From an optimization exercise on the open Yosys and OpenROAD flow, aimed at small area, a short achievable clock period and few clock cycles per item; shortcuts taken in it are not production practice.
Only simulation tests tie the RTL to the original design; equivalence was not proved.
Power and IR drop assume default switching activity.

==> 04-15: inputs <==
Design mult_16x16, start of the top module:
module mult_16x16 (
  input  logic        clk,
  input  logic        rst_n,
  input  logic        in_valid,
  output logic        in_ready,
  input  logic [15:0] in_a,
  input  logic [15:0] in_b,
  output logic        out_valid,
  input  logic        out_ready,
  output logic [31:0] out_product
);
  logic [2:0] v;
  logic [2:0] ld;
  assign ld[2] = !v[2] || out_ready;
  assign ld[1] = !v[1] || ld[2];
  assign ld[0] = !v[0] || ld[1];
  assign in_ready  = ld[0];
  assign out_valid = v[2];
  always_ff @(posedge clk) begin
    if (!rst_n) begin
      v <= '0;
    end else begin
      if (ld[0]) v[0] <= in_valid;
      if (ld[1]) v[1] <= v[0];
      if (ld[2]) v[2] <= v[1];
    end
  end
  logic xa1;
  logic xa2;
  logic xa3;
  logic xa4;
  logic xa5;
  logic xa6;
  logic xa7;
  logic xa8;
  logic xa9;
  logic xa10;
  logic xa11;
  logic xa12;
  logic xa13;
  logic xa14;
  logic xa15;
  logic xa16;
  logic xb17;
  logic xb18;
  logic xb19;
  logic xb20;
  logic xb21;
  logic xb22;
  logic xb23;
  logic xb24;
  logic xb25;
  logic xb26;
  logic xb27;
  logic xb28;
  logic xb29;
  logic xb30;
  logic xb31;
  logic xb32;
  logic pp33;
  logic pp34;
  logic pp35;
  logic pp36;
  logic pp37;
  logic pp38;
  logic pp39;
  logic pp40;
  logic pp41;
  logic pp42;
  logic pp43;
  logic pp44;
  logic pp45;
  logic pp46;
  logic pp47;
  logic pp48;
  logic pp49;
  logic pp50;
  logic pp51;
  logic pp52;
  logic pp53;
  logic pp54;
  logic pp55;
  logic pp56;
  logic pp57;
  logic pp58;
  logic pp59;
  logic pp60;
  logic pp61;
  logic pp62;
  logic pp63;
  logic pp64;
  logic pp65;
  logic pp66;
  logic pp67;
  logic pp68;
  logic pp69;
  logic pp70;
  logic pp71;
  logic pp72;
  logic pp73;
  logic pp74;
  logic pp75;
  logic pp76;
  logic pp77;
  logic pp78;
  logic pp79;
  logic pp80;
  logic pp81;
  logic pp82;
  logic pp83;
  logic pp84;
  ...
clock: 4.0 ns
lec_check: 0
cap_margin: 0
core_margin: 2
core_utilization: 70
cts_buf_list: sky130_fd_sc_hd__clkbuf_4 sky130_fd_sc_hd__clkbuf_8
setup_slack_margin: 1.6
slew_margin: 0
standard.sh (not shown) runs the stock make flow with config.mk's settings and CLKGATE_MAP_FILE= SYNTH_SCRIPT=/design/flow/synth_recipe.tcl, a recipe that flattens the netlist after the stock synthesis.
==> flow/flow/run.sh <==
#!/bin/bash
# Own flow: the standard layout (standard.sh), with Yosys's synth run with -noabc so the
# pre-mapping "abc -fast" pass does not run before ORFS extracts full/half adders (it leaves
# the adders with inverted polarity and an inverter on most adder-to-adder nets). The rest of
# synthesis (-nofsm -noshare via synth_recipe.tcl, flatten, rename) and every later step are the
# standard ones. Each tool's output goes to a log file in the work folder.
set -euo pipefail
extra=()
if [[ -f flow/extra.mk ]]; then
  while read -r line; do [[ -n "$line" && "$line" != \#* ]] && extra+=("$line"); done < flow/extra.mk
fi
bash standard.sh SYNTH_ARGS=-noabc "${extra[@]}" finish > standard_flow.log 2>&1
==> 02-22: changes against 04-15 <==
==> flow/config.mk (replaced) <==
export PLATFORM = sky130hd
export DESIGN_NAME = mult_16x16
export DESIGN_NICKNAME = mult_16x16
export VERILOG_FILES = /design/flow/design.v
export SDC_FILE = /design/flow/constraint.sdc
export NUM_CORES = 4
export LEC_CHECK = 0
export CAP_MARGIN = 20
export CORE_MARGIN = 2
export CORE_UTILIZATION = 60
export SETUP_SLACK_MARGIN = 1.6
export SLEW_MARGIN = 20
==> 12-03: changes against 04-15 <==
==> flow/flow/extra.mk (new file) <==
ADDER_MAP_FILE=
--- a/flow/config.mk
+++ b/flow/config.mk
@@ -7,3 +7,3 @@
 export LEC_CHECK = 0
-export CAP_MARGIN = 0
+export CAP_MARGIN = 20
 export CORE_MARGIN = 2
@@ -12,2 +12,2 @@
 export SETUP_SLACK_MARGIN = 1.6
-export SLEW_MARGIN = 0
+export SLEW_MARGIN = 20
==> summary of the runs <==
In clock-buffer cell count, 02-22 and 12-03 do not differ.
In 12-03 the sequential power is higher than in 02-22, by about 3%.
Clock skew, highest first: 12-03, 02-22, 04-15.
Via count: 12-03 > 04-15 > 02-22.
Design area: 12-03 > 02-22 > 04-15.
Of 04-15 and 12-03, 12-03 has the higher wire length (gap about 12%, measured against 12-03).
Total power, highest first: 12-03, 02-22, 04-15.
Combinational power, highest first: 12-03, 04-15, 02-22.
Global-route usage, lowest first: 02-22, 12-03, 04-15.
Core utilization, lowest first: 02-22, 04-15, 12-03.
Testbench counts of 04-15, summed over its fixed seeds: cycles 32,024, items 32,000.
Testbench counts of 02-22, summed over its fixed seeds: cycles 32,024, items 32,000.
Testbench counts of 12-03, summed over its fixed seeds: cycles 32,024, items 32,000.

---

==> job 4155 <==
Starting RTL as in the previous note.
Design mult_16x16, start of the top module:
module mult_16x16 (
  input  logic        clk,
  input  logic        rst_n,
  input  logic        in_valid,
  output logic        in_ready,
  input  logic [15:0] in_a,
  input  logic [15:0] in_b,
  output logic        out_valid,
  input  logic        out_ready,
  output logic [31:0] out_product
);
Settings: LEC_CHECK=0, CAP_MARGIN=20, CORE_MARGIN=2, CORE_UTILIZATION=70, CTS_BUF_LIST=sky130_fd_sc_hd__clkbuf_4 sky130_fd_sc_hd__clkbuf_8, SETUP_SLACK_MARGIN=1.6, SLEW_MARGIN=20; clock period 4.0 ns.
==> flow/flow/run.sh <==
#!/bin/bash
set -euo pipefail
extra=()
if [[ -f flow/extra.mk ]]; then
  while read -r line; do [[ -n "$line" && "$line" != \#* ]] && extra+=("$line"); done < flow/extra.mk
fi
res=orfs/results/${FLOW_PLATFORM:-sky130hd}/mult_16x16/base
bash standard.sh SYNTH_ARGS=-noabc "${extra[@]}" synth > synth_flow.log 2>&1
cp $res/1_2_yosys.v synth_netlist.v
cp synth_netlist.v nor_netlist.v
python3 flow/nor_pp.py nor_netlist.v > nor_pp.log 2>&1
cat > nor_equiv.ys <<EOY
read_liberty -ignore_miss_func $FLOW_HOME/platforms/sky130hd/lib/sky130_fd_sc_hd__tt_025C_1v80.lib
read_verilog synth_netlist.v
rename $FLOW_TOP gold
read_verilog nor_netlist.v
rename $FLOW_TOP gate
flatten
opt_clean -purge
equiv_make gold gate eq
hierarchy -top eq
equiv_simple -seq 2
equiv_induct -seq 2
equiv_status -assert
EOY
if yosys -q nor_equiv.ys > nor_equiv.log 2>&1; then
  echo "equivalent: using nor_netlist.v" >> nor_pp.log
  cp nor_netlist.v $res/1_2_yosys.v
  rm -f $res/1_synth.odb $res/1_synth.sdc
  bash standard.sh SYNTH_ARGS=-noabc "${extra[@]}" synth > synth_odb_flow.log 2>&1
else
  echo "not proven equivalent: keeping the synthesized netlist" >> nor_pp.log
fi
bash standard.sh SYNTH_ARGS=-noabc "${extra[@]}" finish > standard_flow.log 2>&1
==> flow/flow/nor_pp.py <==
#!/usr/bin/env python3
"""Rewrite the synthesized netlist so each partial product in_a[i] & in_b[j] is a nor2 of the
inverted operands (one inverter per operand bit) instead of an and2: the same function, with a
smaller and faster cell per product.  Buffers that only fed rewritten and2s are dropped.
usage: nor_pp.py NETLIST (rewritten in place)"""
import re, sys

path = sys.argv[1]
txt = open(path).read()
cell_re = re.compile(r'^(\s*)(sky130_fd_sc_hd__\w+)\s+(\S+)\s*\((.*?)\);\n', re.S | re.M)
pin_re = re.compile(r'\.(\w+)\(\s*(.*?)\s*\)(?=\s*,|\s*$)', re.S)

cells = []
for m in cell_re.finditer(txt):
    pins = dict((p, n.strip()) for p, n in pin_re.findall(m.group(4)))
    cells.append(dict(start=m.start(), end=m.end(), typ=m.group(2), name=m.group(3), pins=pins,
                      indent=m.group(1)))

def is_buf(t):
    return re.match(r'sky130_fd_sc_hd__(clk)?buf_\d+$', t) is not None

pi_re = re.compile(r'^(in_a|in_b)\[(\d+)\]$')
# net -> PI bit, through buffers
src = {}
for c in cells:
    if is_buf(c['typ']):
        pass
changed = True
bufs = [c for c in cells if is_buf(c['typ'])]
def resolve(n):
    if pi_re.match(n):
        return n
    return src.get(n)
while changed:
    changed = False
    for c in bufs:
        o = c['pins'].get('X')
        if o in src:
            continue
        r = resolve(c['pins'].get('A', ''))
        if r:
            src[o] = r
            changed = True

loads = {}
for c in cells:
    for p, n in c['pins'].items():
        if p not in ('X', 'Y', 'Q', 'SUM', 'COUT', 'HI', 'LO'):
            loads.setdefault(n, []).append(c)

invs = {}
def inv_of(pi):
    m = pi_re.match(pi)
    nm = f'norpp_n{m.group(1)[-1]}{m.group(2)}'
    invs[pi] = nm
    return nm

rewritten = 0
for c in cells:
    if not re.match(r'sky130_fd_sc_hd__and2_\d+$', c['typ']):
        continue
    a = resolve(c['pins']['A'])
    b = resolve(c['pins']['B'])
    if not a or not b:
        continue
    c['new'] = (f"{c['indent']}sky130_fd_sc_hd__nor2_1 {c['name']} (\n"
                f"    .A({inv_of(a)}),\n    .B({inv_of(b)}),\n    .Y({c['pins']['X']})\n  );\n")
    c['dropped_inputs'] = [c['pins']['A'], c['pins']['B']]
    rewritten += 1

# drop buffers left without loads (repeat through chains)
def live_loads(n):
    return [l for l in loads.get(n, []) if 'new' not in l and not l.get('drop')]
port_re = re.compile(r'^\s*output\b.*?;', re.M)
outputs = set()
for m in re.finditer(r'^\s*output\s+(\[[^\]]*\]\s*)?([^;]+);', txt, re.M):
    for n in m.group(2).split(','):
        outputs.add(n.strip())
changed = True
dropped = 0
while changed:
    changed = False
    for c in bufs:
        if c.get('drop'):
            continue
        o = c['pins']['X']
        base = re.sub(r'\[\d+\]$', '', o)
        if o in outputs or base in outputs:
            continue
        if not live_loads(o):
            c['drop'] = True
            dropped += 1
            changed = True

out = []
pos = 0
first = None
for c in cells:
    out.append(txt[pos:c['start']])
    if first is None:
        first = len(out)
    if 'new' in c:
        out.append(c['new'])
    elif c.get('drop'):
        pass
    else:
        out.append(txt[c['start']:c['end']])
    pos = c['end']
out.append(txt[pos:])
decl = ''.join(f'  wire {n};\n' for n in sorted(invs.values()))
inst = ''.join(f'  sky130_fd_sc_hd__inv_1 {n}_inv (\n    .A({pi}),\n    .Y({n})\n  );\n'
               for pi, n in sorted(invs.items()))
out.insert(first, decl + inst)
open(path, 'w').write(''.join(out))
print(f'nor_pp: {rewritten} and2 -> nor2, {len(invs)} inverters, {dropped} buffers dropped')
==> job 2148: changes against job 4155 <==
==> flow/flow/run.sh (replaced) <==
#!/bin/bash
# Own flow: the standard layout (standard.sh), with Yosys's synth run with -noabc so the
# pre-mapping "abc -fast" pass does not run before ORFS extracts full/half adders (it leaves
# the adders with inverted polarity and an inverter on most adder-to-adder nets). The rest of
# synthesis (-nofsm -noshare via synth_recipe.tcl, flatten, rename) and every later step are the
# standard ones. Each tool's output goes to a log file in the work folder.
set -euo pipefail
extra=()
if [[ -f flow/extra.mk ]]; then
  while read -r line; do [[ -n "$line" && "$line" != \#* ]] && extra+=("$line"); done < flow/extra.mk
fi
bash standard.sh SYNTH_ARGS=-noabc "${extra[@]}" finish > standard_flow.log 2>&1
Settings changed: CORE_UTILIZATION 70 to 40, CTS_BUF_LIST sky130_fd_sc_hd__clkbuf_4 sky130_fd_sc_hd__clkbuf_8 to not set.
removed: flow/flow/nor_pp.py
==> comparison table <==
| metric | job 2148 | job 4155 |
|---|---|---|
| Result of the run | finished clean | did not finish |
| Last stage reached | - | global routing |
| Hold-fix buffers at CTS | 0 | 0 |
| Gate count after technology mapping | 881 | 881 |
| Synthesis Warnings | 1 | 1 |
| RD Place Congestion | 0.807 | 0.870 |
| Post-DP HPWL | 19700 um | 21200 um |
| Worst slack at placement | 0.301 ns | 0.378 ns |
| Number of buffers created by CTS | 17 | 17 |
| Floorplan die height | 186 um | 138 um |
| Site row count | 66 | 48 |
| Overall die width | 186 um | 138 um |
| Area post-placement | 14700 um^2 | 13800 um^2 |
| Summed instance area of the synthesized netlist | 13200 um^2 | 12500 um^2 |
| Post-CTS sizing | 272 | 362 |
| Effective utilization at floorplan | 40.5% | 72.0% |
| Syn_area_per_cell | 15.0 um^2 | 14.2 um^2 |
| Clock root buffer | clkbuf_16 | clkbuf_8 |
| Placed cell count | 1353 | 1151 |
| Setup fix buffers added after clock tree synthesis | 22 | 136 |
| Quantity of I/O buffers inserted on ports | 69 | 69 |
Testbench counts of job 4155, summed over its fixed seeds: cycles 32,024, items 32,000.
Testbench counts of job 2148, summed over its fixed seeds: cycles 32,024, items 32,000.

-- afterwards: timing with drivers on the ports --
How much do the figures lean on ideal ports? The routed layouts below were timed once more, with nothing changed but the port constraints.
Step 1, drivers: a clkbuf_16 drives clk and a buf_2 each remaining input, both assumed.
Step 2 adds t to the input delays and takes it off the output delays; t is the mean of the earliest and latest rising clock arrival at the registers after step 1. Input paths then give back, and output paths get back, about the clock's delay inside the block.
Three values: ideal, step 1, step 2; two values: the first two.
run	shift t [ns]	setup slack, ns	hold slack, ns	worst setup path at the end
04-15	0.497	1.479 / 1.479 / 1.075	0.420 / 0.420 / 0.420	input to register
02-22	0.484	1.487 / 1.487 / 1.088	0.414 / 0.414 / 0.414	input to register
12-03	0.508	1.564 / 1.563 / 1.055	0.422 / 0.422 / 0.422	input to register
job 2148	0.483	1.496 / 1.496 / 1.099	0.421 / 0.421 / 0.421	input to register
After both steps every run listed still meets setup and hold. For 12-03, which loses most, drivers alone change the setup slack by -0.001 ns; drivers and shift together by -0.509 ns.
